From an optimization exercise on the open Yosys and OpenROAD flow, aimed at small area, a short achievable clock period and few clock cycles; shortcuts taken in it are not production practice.
In this exercise RTL edits were held to simulation tests only and were not proved equivalent to the original.
Power is estimated from default activity; no workload was simulated.

[design.v]
`default_nettype none
package mips_pkg;
    localparam int DATA_W     = 32;
    localparam int REG_ADDR_W = 5;
    localparam logic [3:0] C_NOP  = 4'd0;
    localparam logic [3:0] C_R    = 4'd1;
    localparam logic [3:0] C_ADDI = 4'd2;
    localparam logic [3:0] C_ANDI = 4'd3;
    localparam logic [3:0] C_ORI  = 4'd4;
    localparam logic [3:0] C_LUI  = 4'd5;
    localparam logic [3:0] C_LW   = 4'd6;
    localparam logic [3:0] C_SW   = 4'd7;
    localparam logic [3:0] C_HALT = 4'd8;
endpackage
`default_nettype wire
`timescale 1ns/1ns
`default_nettype none
import mips_pkg::*;
module mips_pipeline
#(
    parameter int IMEM_BYTES = 256,
    parameter int DMEM_WORDS = 32
) (
    input  logic                          i_clock,
    input  logic                          i_rst,
    input  logic                          i_pipeline_enable,
    input  logic                          i_imem_write_en,
    input  logic [$clog2(IMEM_BYTES)-1:0] i_imem_addr,
    input  logic [7:0]                    i_imem_data,
    input  logic [REG_ADDR_W-1:0]         i_reg_addr,
    input  logic [$clog2(DMEM_WORDS)-1:0] i_mem_addr,
    output logic [DATA_W-1:0]             o_reg_data,
    output logic [DATA_W-1:0]             o_mem_data,
    output logic [DATA_W-1:0]             o_pc,
    output logic                          o_halt
);
    localparam int IW = 30;                        
    localparam int NP = IMEM_BYTES / 8;            
    logic [IW-1:0] imem_e [NP];
    logic [IW-1:0] imem_o [NP];
    function automatic logic [3:0] op_class(input logic [5:0] op);
        case (op)
            6'h00:   op_class = C_R;
            6'h08:   op_class = C_ADDI;
            6'h0C:   op_class = C_ANDI;
            6'h0D:   op_class = C_ORI;
            6'h0F:   op_class = C_LUI;
            6'h23:   op_class = C_LW;
            6'h2B:   op_class = C_SW;
            6'h3F:   op_class = C_HALT;
            default: op_class = C_NOP;
        endcase
    endfunction
    logic [7:0] wbyte;                             
    assign wbyte = (i_imem_addr[1:0] == 2'd0) ?
                   {op_class(i_imem_data[7:2]), 2'b00, i_imem_data[1:0]} : i_imem_data;
    function automatic logic [IW-1:0] merge(input logic [IW-1:0] w);
        merge = w;
        case (i_imem_addr[1:0])
            2'd0: merge[29:24] = {wbyte[7:4], wbyte[1:0]};
            2'd1: merge[23:16] = wbyte;
            2'd2: merge[15:8]  = wbyte;
            default: merge[7:0] = wbyte;
        endcase
    endfunction
    always_ff @(posedge i_clock) begin
        if (i_imem_write_en) begin
            if (i_imem_addr[2]) imem_o[i_imem_addr[7:3]] <= merge(imem_o[i_imem_addr[7:3]]);
            else                imem_e[i_imem_addr[7:3]] <= merge(imem_e[i_imem_addr[7:3]]);
        end
    end
    typedef struct packed {
        logic [4:0]  rs;
        logic [4:0]  rt;
        logic [15:0] imm;
        logic [4:0]  dest;
        logic        wr;         
        logic        use_rs;
        logic        use_rt;
        logic        use_imm;
        logic        sext;
        logic        s_add;
        logic        s_sub;      
        logic        s_and;
        logic        s_or;
        logic        s_xor;
        logic        s_slt;
        logic        s_lui;
        logic        s_lw;
        logic        sw;
        logic        halt;
    } dec_t;
    function automatic dec_t decode(input logic [IW-1:0] w);
        dec_t d;
        logic [3:0] c;
        logic [5:0] fn;
        logic       rv;
        c  = w[29:26];
        fn = w[5:0];
        d = '0;
        d.rs  = w[25:21];
        d.rt  = w[20:16];
        d.imm = w[15:0];
        d.dest = (c == C_R) ? w[15:11] : w[20:16];
        rv = 1'b0;
        case (c)
            C_R: begin
                d.use_rs = 1'b1;
                d.use_rt = 1'b1;
                case (fn)
                    6'h21: begin d.s_add = 1'b1; rv = 1'b1; end
                    6'h23: begin d.s_add = 1'b1; d.s_sub = 1'b1; rv = 1'b1; end
                    6'h24: begin d.s_and = 1'b1; rv = 1'b1; end
                    6'h25: begin d.s_or  = 1'b1; rv = 1'b1; end
                    6'h26: begin d.s_xor = 1'b1; rv = 1'b1; end
                    6'h2A: begin d.s_slt = 1'b1; d.s_sub = 1'b1; rv = 1'b1; end
                    default: begin rv = 1'b0; d.use_rs = 1'b0; d.use_rt = 1'b0; end
                endcase
            end
            C_ADDI: begin d.s_add = 1'b1; d.use_imm = 1'b1; d.sext = 1'b1; rv = 1'b1; d.use_rs = 1'b1; end
            C_ANDI: begin d.s_and = 1'b1; d.use_imm = 1'b1; rv = 1'b1; d.use_rs = 1'b1; end
            C_ORI:  begin d.s_or  = 1'b1; d.use_imm = 1'b1; rv = 1'b1; d.use_rs = 1'b1; end
            C_LUI:  begin d.s_lui = 1'b1; rv = 1'b1; end
            C_LW:   begin d.s_lw  = 1'b1; rv = 1'b1; d.use_rs = 1'b1; end
            C_SW:   begin d.sw = 1'b1; d.use_rs = 1'b1; d.use_rt = 1'b1; end
            C_HALT: d.halt = 1'b1;
            default: ;
        endcase
        d.wr = rv && (d.dest != 5'd0);
        decode = d;
    endfunction
    function automatic logic issue_two(input dec_t e, input dec_t o, input logic odd);
        dec_t f, s;
        logic dep;
        f = odd ? o : e;
        s = odd ? e : o;
        dep = f.wr && !f.s_lui &&
              ((s.use_rs && s.rs == f.dest) || (s.use_rt && !s.sw && s.rt == f.dest));
        issue_two = !dep && !(f.s_lw && s.s_lw) && !(f.sw && s.sw) && !f.halt && !s.halt;
    endfunction
    logic [5:0]  d_w;           
    logic [4:0]  d_x, d_y, d_z; 
    dec_t        d_e, d_o;
    logic        d_odd, d_two;
    logic [5:0]  x_w;
    dec_t        x_e, x_o;
    logic        x_odd, x_two;
    logic [31:0] ae_q, be_q, ao_q, bo_q;    
    logic        halt_q;
    logic        fill_ok_q;     
    logic [31:0] regs [1:31];
    logic [31:1] rvalid_q;      
    logic [31:0] dmem [DMEM_WORDS];
    logic go;                   
    assign go = i_pipeline_enable && !halt_q && fill_ok_q;
    dec_t s_w0, s_w1, s_w2, s_w3;
    logic s_two0, s_two1a, s_two1b;
    assign s_w0 = decode(imem_e[0]);
    assign s_w1 = decode(imem_o[0]);
    assign s_w2 = decode(imem_e[1]);
    assign s_w3 = decode(imem_o[1]);
    assign s_two0  = issue_two(s_w0, s_w1, 1'b0);
    assign s_two1a = issue_two(s_w2, s_w3, 1'b0);    
    assign s_two1b = issue_two(s_w2, s_w1, 1'b1);    
    logic        f_odd;
    logic [4:0]  f_ei, f_oi;
    dec_t        f_e, f_o;
    logic [5:0]  f_w;
    assign f_odd = d_two ? d_w[0] : !d_w[0];
    assign f_ei  = d_two ? d_z : d_y;
    assign f_oi  = d_two ? d_y : d_x;
    assign f_e   = decode(imem_e[f_ei]);
    assign f_o   = decode(imem_o[f_oi]);
    assign f_w   = d_w + (d_two ? 6'd2 : 6'd1);
    function automatic logic [31:0] ks_add32(input logic [31:0] a, input logic [31:0] b,
                                             input logic cin);
        logic [31:0] p, g, gg, pp, gn, pn;
        p = a ^ b;
        g = a & b;
        gg = g;
        gg[0] = g[0] | (p[0] & cin);
        pp = p;
        for (int d = 1; d < 32; d = d * 2) begin
            gn = gg;
            pn = pp;
            for (int i = d; i < 32; i++) begin
                gn[i] = gg[i] | (pp[i] & gg[i-d]);
                pn[i] = pp[i] & pp[i-d];
            end
            gg = gn;
            pp = pn;
        end
        ks_add32 = p ^ {gg[30:0], cin};
    endfunction
    function automatic logic [4:0] addr_add(input logic [6:0] a, input logic [6:0] b);
        logic [6:0] p, g, gg, pp, gn, pn;
        p = a ^ b;
        g = a & b;
        gg = g;
        pp = p;
        for (int d = 1; d < 7; d = d * 2) begin
            gn = gg;
            pn = pp;
            for (int i = d; i < 7; i++) begin
                gn[i] = gg[i] | (pp[i] & gg[i-d]);
                pn[i] = pp[i] & pp[i-d];
            end
            gg = gn;
            pp = pn;
        end
        addr_add = p[6:2] ^ gg[5:1];
    endfunction
    function automatic logic [31:0] alu(input dec_t d, input logic [31:0] a,
                                        input logic [31:0] b, input logic [31:0] ld);
        logic [31:0] opb, addb, sum;
        logic        lt;
        opb  = d.use_imm ? {{16{d.sext & d.imm[15]}}, d.imm} : b;
        addb = d.s_sub ? ~opb : opb;
        sum  = ks_add32(a, addb, d.s_sub);
        lt   = (a[31] ^ b[31]) ? a[31] : sum[31];
        alu  = ({32{d.s_add}} & sum)
             | ({32{d.s_and}} & (a & opb))
             | ({32{d.s_or}}  & (a | opb))
             | ({32{d.s_xor}} & (a ^ opb))
             | ({32{d.s_slt}} & {31'd0, lt})
             | ({32{d.s_lui}} & {d.imm, 16'd0})
             | ({32{d.s_lw}}  & ld);
    endfunction
    logic        en_e, en_o;    
    logic        wr_e, wr_o;    
    logic        later_o;       
    assign en_e    = x_odd ? x_two : 1'b1;
    assign en_o    = x_odd ? 1'b1 : x_two;
    assign wr_e    = en_e && x_e.wr;
    assign wr_o    = en_o && x_o.wr;
    assign later_o = !x_odd;
    logic [4:0]  da_e, da_o;
    logic [4:0]  raddr, waddr;
    logic        ld_o, sw_o;    
    logic        sw_any;
    logic        st_first;      
    logic [31:0] ld, ld_eff, sd, res_e, res_o;
    assign da_e   = addr_add(ae_q[6:0], x_e.imm[6:0]);
    assign da_o   = addr_add(ao_q[6:0], x_o.imm[6:0]);
    assign ld_o   = en_o && x_o.s_lw;
    assign sw_o   = en_o && x_o.sw;
    assign sw_any = (en_e && x_e.sw) || sw_o;
    assign raddr  = ld_o ? da_o : da_e;
    assign waddr  = sw_o ? da_o : da_e;
    assign st_first = x_two && (x_odd ? (x_o.sw && x_e.s_lw) : (x_e.sw && x_o.s_lw));
    assign ld     = dmem[raddr];
    assign ld_eff = (st_first && waddr == raddr) ? (x_odd ? bo_q : be_q) : ld;
    assign res_e  = alu(x_e, ae_q, be_q, ld_eff);
    assign res_o  = alu(x_o, ao_q, bo_q, ld_eff);
    always_comb begin
        if (sw_o) sd = (!x_odd && wr_e && x_e.dest == x_o.rt) ? res_e : bo_q;
        else      sd = ( x_odd && wr_o && x_o.dest == x_e.rt) ? res_o : be_q;
    end
    function automatic logic [1:0] hit(input logic [4:0] ad);   
        logic he, ho;
        he = wr_e && x_e.dest == ad;
        ho = wr_o && x_o.dest == ad;
        hit = {ho && (later_o || !he), he && !(ho && later_o)};
    endfunction
    function automatic logic [31:0] rd_reg(input logic [4:0] ad);
        if (ad == 5'd0) rd_reg = '0;
        else rd_reg = rvalid_q[ad] ? regs[ad] : '0;
    endfunction
    function automatic logic [31:0] fwd(input logic [4:0] ad);
        logic [1:0] h;
        h = hit(ad);
        if (h[1])      fwd = res_o;
        else if (h[0]) fwd = res_e;
        else           fwd = rd_reg(ad);
    endfunction
    function automatic logic lui_e(input logic [4:0] ad);
        lui_e = !d_odd && d_e.s_lui && d_e.wr && d_e.dest == ad;
    endfunction
    function automatic logic lui_o(input logic [4:0] ad);
        lui_o = d_odd && d_o.s_lui && d_o.wr && d_o.dest == ad;
    endfunction
    logic x_halt;               
    logic d_halt;               
    assign x_halt = x_odd ? x_o.halt : x_e.halt;
    assign d_halt = d_odd ? d_o.halt : d_e.halt;
    logic fill;
    assign fill = i_rst || (x_w == 6'd0 && !halt_q && !go);
    always_ff @(posedge i_clock) begin
        if (fill) begin
            fill_ok_q <= !i_imem_write_en;
            x_w   <= 6'd0;
            x_e   <= s_w0;
            x_o   <= s_w1;
            x_odd <= 1'b0;
            x_two <= s_two0;
            d_w   <= s_two0 ? 6'd2 : 6'd1;
            d_x   <= s_two0 ? 5'd1 : 5'd1;
            d_y   <= s_two0 ? 5'd2 : 5'd1;
            d_z   <= s_two0 ? 5'd2 : 5'd2;
            d_e   <= s_w2;
            d_o   <= s_two0 ? s_w3 : s_w1;
            d_odd <= !s_two0;
            d_two <= s_two0 ? s_two1a : s_two1b;
        end else if (go) begin
            if (!x_halt) begin
                x_w   <= d_w;
                x_e   <= d_e;
                x_o   <= d_o;
                x_odd <= d_odd;
                x_two <= d_two;
                d_w   <= f_w;
                d_x   <= 5'((7'(f_w) + 7'd1) >> 1);
                d_y   <= 5'((7'(f_w) + 7'd2) >> 1);
                d_z   <= 5'((7'(f_w) + 7'd3) >> 1);
                d_e   <= f_e;
                d_o   <= f_o;
                d_odd <= f_odd;
                d_two <= issue_two(f_e, f_o, f_odd);
            end
        end else if (i_pipeline_enable && !halt_q) begin
            fill_ok_q <= 1'b1;                     
        end
    end
    always_ff @(posedge i_clock) begin
        if (i_rst) begin
            halt_q <= 1'b0;
        end else if (go) begin
            halt_q <= x_halt || d_halt;            
        end
    end
    logic [31:0] s_lui;
    assign s_lui = (s_w0.s_lui && s_w0.wr) ? {s_w0.imm, 16'd0} : '0;
    always_ff @(posedge i_clock) begin
        if (fill) begin
            ae_q <= '0;
            be_q <= '0;
            ao_q <= (s_w0.dest == s_w1.rs) ? s_lui : '0;
            bo_q <= (s_w0.dest == s_w1.rt) ? s_lui : '0;
        end else if (go) begin
            ae_q <= lui_o(d_e.rs) ? {d_o.imm, 16'd0} : fwd(d_e.rs);
            be_q <= lui_o(d_e.rt) ? {d_o.imm, 16'd0} : fwd(d_e.rt);
            ao_q <= lui_e(d_o.rs) ? {d_e.imm, 16'd0} : fwd(d_o.rs);
            bo_q <= lui_e(d_o.rt) ? {d_e.imm, 16'd0} : fwd(d_o.rt);
        end
    end
    always_ff @(posedge i_clock) begin
        if (i_rst) begin
            rvalid_q <= '0;
        end else if (go) begin
            for (int i = 1; i < 32; i++) begin
                if (hit(5'(i)) != 2'b00) rvalid_q[i] <= 1'b1;
            end
        end
    end
    for (genvar i = 1; i < 32; i++) begin : g_reg
        logic [1:0] h;
        assign h = hit(5'(i));
        always_ff @(posedge i_clock) begin
            if (!i_rst && go && h != 2'b00) begin
                regs[i] <= h[1] ? res_o : res_e;
            end
        end
    end
    always_ff @(posedge i_clock) begin
        if (!i_rst && go && sw_any) begin
            dmem[waddr] <= sd;
        end
    end
    assign o_halt     = halt_q;
    assign o_pc       = {23'd0, {1'b0, x_w} + 7'd1, 2'b00};
    always_comb begin
        o_reg_data = '0;
        for (int i = 1; i < 32; i++)
            o_reg_data = o_reg_data | ({32{i_reg_addr == 5'(i) && rvalid_q[i]}} & regs[i]);
    end
    assign o_mem_data = dmem[i_mem_addr];
endmodule
`default_nettype wire
[config.mk]
export PLATFORM = sky130hd
export DESIGN_NAME = mips_pipeline
export DESIGN_NICKNAME = mips_pipeline
export VERILOG_FILES = /design/flow/design.v
export SDC_FILE = /design/flow/constraint.sdc
export NUM_CORES = 4
export LEC_CHECK = 0
export ABC_CLOCK_PERIOD_IN_PS = 3500
export CAP_MARGIN = 20
export CORE_MARGIN = 2
export CORE_UTILIZATION = 60
export SETUP_SLACK_MARGIN = 2.5
export SLEW_MARGIN = 20
export TNS_END_PERCENT = 2
[run.sh]
#!/bin/bash
# synth_recipe.tcl (not shown) runs the flow's synth.tcl, then flattens the netlist and writes it again
# the make line also repeats each setting of config.mk as NAME=value (left out here)
make -C /OpenROAD-flow-scripts/flow DESIGN_CONFIG=/design/flow/config.mk WORK_HOME=/design/flow/orfs CLKGATE_MAP_FILE= SYNTH_SCRIPT=/design/flow/synth_recipe.tcl finish
[constraint.sdc]
create_clock -name core_clock -period 7.0 [get_ports {i_clock}]
set_input_delay 1.4000 -clock core_clock [delete_from_list [all_inputs] [get_ports {i_clock}]]
set_output_delay 1.4000 -clock core_clock [all_outputs]
set_load 0.01 [all_outputs]
==> summary.txt <==
# TYPE chip_impl_metric gauge
chip_impl_info{name="synth.area.top_cells",value="sky130_fd_sc_hd__edfxtp_1, sky130_fd_sc_hd__mux4_2, sky130_fd_sc_hd__mux2i_1, sky130_fd_sc_hd__a22oi_1, sky130_fd_sc_hd__a221oi_1"} 1
chip_impl_metric{name="max-clock-path-buffers",unit=""} 4
chip_impl_metric{name="netlist.area_leader.share",unit=""} 0.5503
chip_impl_metric{name="cts-buffers-inserted",unit=""} 427
chip_impl_metric{name="die_height",unit="um"} 620.6
chip_impl_metric{name="floorplan.initialDensity",unit=""} 0.6024
chip_impl_metric{name="grt_pass1_wl",unit="mm"} 2055
chip_impl_metric{name="synth_async_sr_flop_share",unit=""} 0
chip_impl_metric{name="placedCellCount",unit=""} 23100
chip_impl_metric{name="num_ports",unit=""} 127
chip_impl_metric{name="clkSinkCount",unit=""} 4292
chip_impl_metric{name="synth.yosys.warnings",unit=""} 34
chip_impl_metric{name="synth_area",unit="um^2"} 228100
chip_impl_info{name="tool.error",value="[ERROR GRT-0116] Global routing finished with congestion. Check the congestion regions in the DRC Viewer."} 1
chip_impl_metric{name="maximum_number_of_pins_on_one_net_before_global_route_repair",unit=""} 201
chip_impl_metric{name="post_dp_cell_area",unit="um^2"} 241100
chip_impl_metric{name="number_of_hold_buffers_added_after_cts",unit=""} 0
chip_impl_info{name="clock_tree.root_cell",value="sky130_fd_sc_hd__clkbuf_16"} 1
chip_impl_metric{name="globalRoute.totalOverflow",unit=""} 9
chip_impl_metric{name="postSynthRegisterBits",unit=""} 4292
chip_impl_info{name="flow.stopped_at",value="global routing"} 1
chip_impl_metric{name="yosysSeqAreaShare",unit=""} 0.5602
chip_impl_metric{name="place_congestion",unit=""} 1.191
chip_impl_metric{name="htree_num_levels",unit=""} 5
chip_impl_metric{name="hpwlAfterDp",unit="mm"} 830.9
chip_impl_info{name="post-synth-top-area-cell",value="sky130_fd_sc_hd__edfxtp_1"} 1
chip_impl_info{name="synth_flop_cell",value="sky130_fd_sc_hd__edfxtp_1"} 1
chip_impl_metric{name="grt_pass1_vias",unit=""} 229200
chip_impl_info{name="status",value="did not finish"} 1
chip_impl_metric{name="synthesis.instances",unit=""} 18720
chip_impl_metric{name="floorplan.die.width",unit="um"} 620.6
chip_impl_metric{name="synth-edff-count",unit=""} 4180
chip_impl_metric{name="yosysUniqueCellTypes",unit=""} 108
chip_impl_metric{name="gr-usage-all-layers",unit=""} 0.7918
chip_impl_metric{name="placement_rows",unit=""} 226
chip_impl_metric{name="synth.avg_cell_area",unit="um^2"} 12.18
chip_impl_metric{name="port_buffers",unit=""} 101
-- power by group through the flow --
stage / sequential, mW / clock [mW] / combinational (mW)
floorplan: 33.5 / 0 / 36.7
global placement: 34.7 / 0 / 63.0
detailed placement: 34.7 / 0 / 64.7
CTS: 34.1 / 23.3 / 69.6
-- what timing repair did --
action | 4_1_cts
setup endpoints to repair | 2421
pin swaps | 166
gates resized for setup | 815
buffers inserted | 299
gates cloned | 64
-- per-layer routing --
metal	global-route usage	GRT overflow
met4	0.7381	5
met5	0.3852	0
met3	0.6815	4
met1	0.8189	0
met2	0.9115	0
-- cell usage after synthesis, types with 223 or more instances --
cell and count:
sky130_fd_sc_hd__nand4_1 316, sky130_fd_sc_hd__a221oi_1 733, sky130_fd_sc_hd__a21oi_1 1242, sky130_fd_sc_hd__mux4_2 662, sky130_fd_sc_hd__nand3_1 572, sky130_fd_sc_hd__o21ai_0 512, sky130_fd_sc_hd__ha_1 226, sky130_fd_sc_hd__clkbuf_1 1139
sky130_fd_sc_hd__edfxtp_1 4180, sky130_fd_sc_hd__buf_2 280, sky130_fd_sc_hd__a22oi_1 1007, sky130_fd_sc_hd__mux2i_1 1155, sky130_fd_sc_hd__nand2_1 1531, sky130_fd_sc_hd__nor2_1 1632, sky130_fd_sc_hd__a22o_1 620, sky130_fd_sc_hd__inv_1 223
-- metrics by stage --
step / worst slack, ns / TNS (ns) / util / hold slack, ns / power [mW]
3_3_place_gp: 0.3305 / 0 / 0.6359 / 0.5036 / 97.63
2_1_floorplan: -0.3756 / -173.05 / - / 0.4421 / 70.19
4_1_cts: 1.981 / 0 / 0.6909 / 0.5237 / 127.1
3_5_place_dp: 0.2765 / 0 / 0.6367 / 0.5018 / 99.45
-- logic make-up after synthesis --
family | Yosys count | synth area share
compound gates | 5317 | 0.1673
flops | 4292 | 0.5602
simple gates | 4765 | 0.09320
xor+xnor | 270 | 0.01037
other cells | 1 | 0.00001644
buf+inv | 1929 | 0.03480
fa+ha+maj | 230 | 0.01270
mux | 1918 | 0.1215
-- worst max-delay path by stage --
stage / start / to / slack (ns) / depth (start not counted)
2_1_floorplan: i_imem_data[3] / imem_e[0][12] / -0.38 / 4
3_3_place_gp: i_reg_addr[0] / o_reg_data[25] / 0.33 / 9
3_5_place_dp: i_reg_addr[4] / o_reg_data[25] / 0.28 / 9
4_1_cts: i_reg_addr[0] / o_reg_data[25] / 1.98 / 10
Testbench counts, summed over its fixed seeds: cycles 10,259.
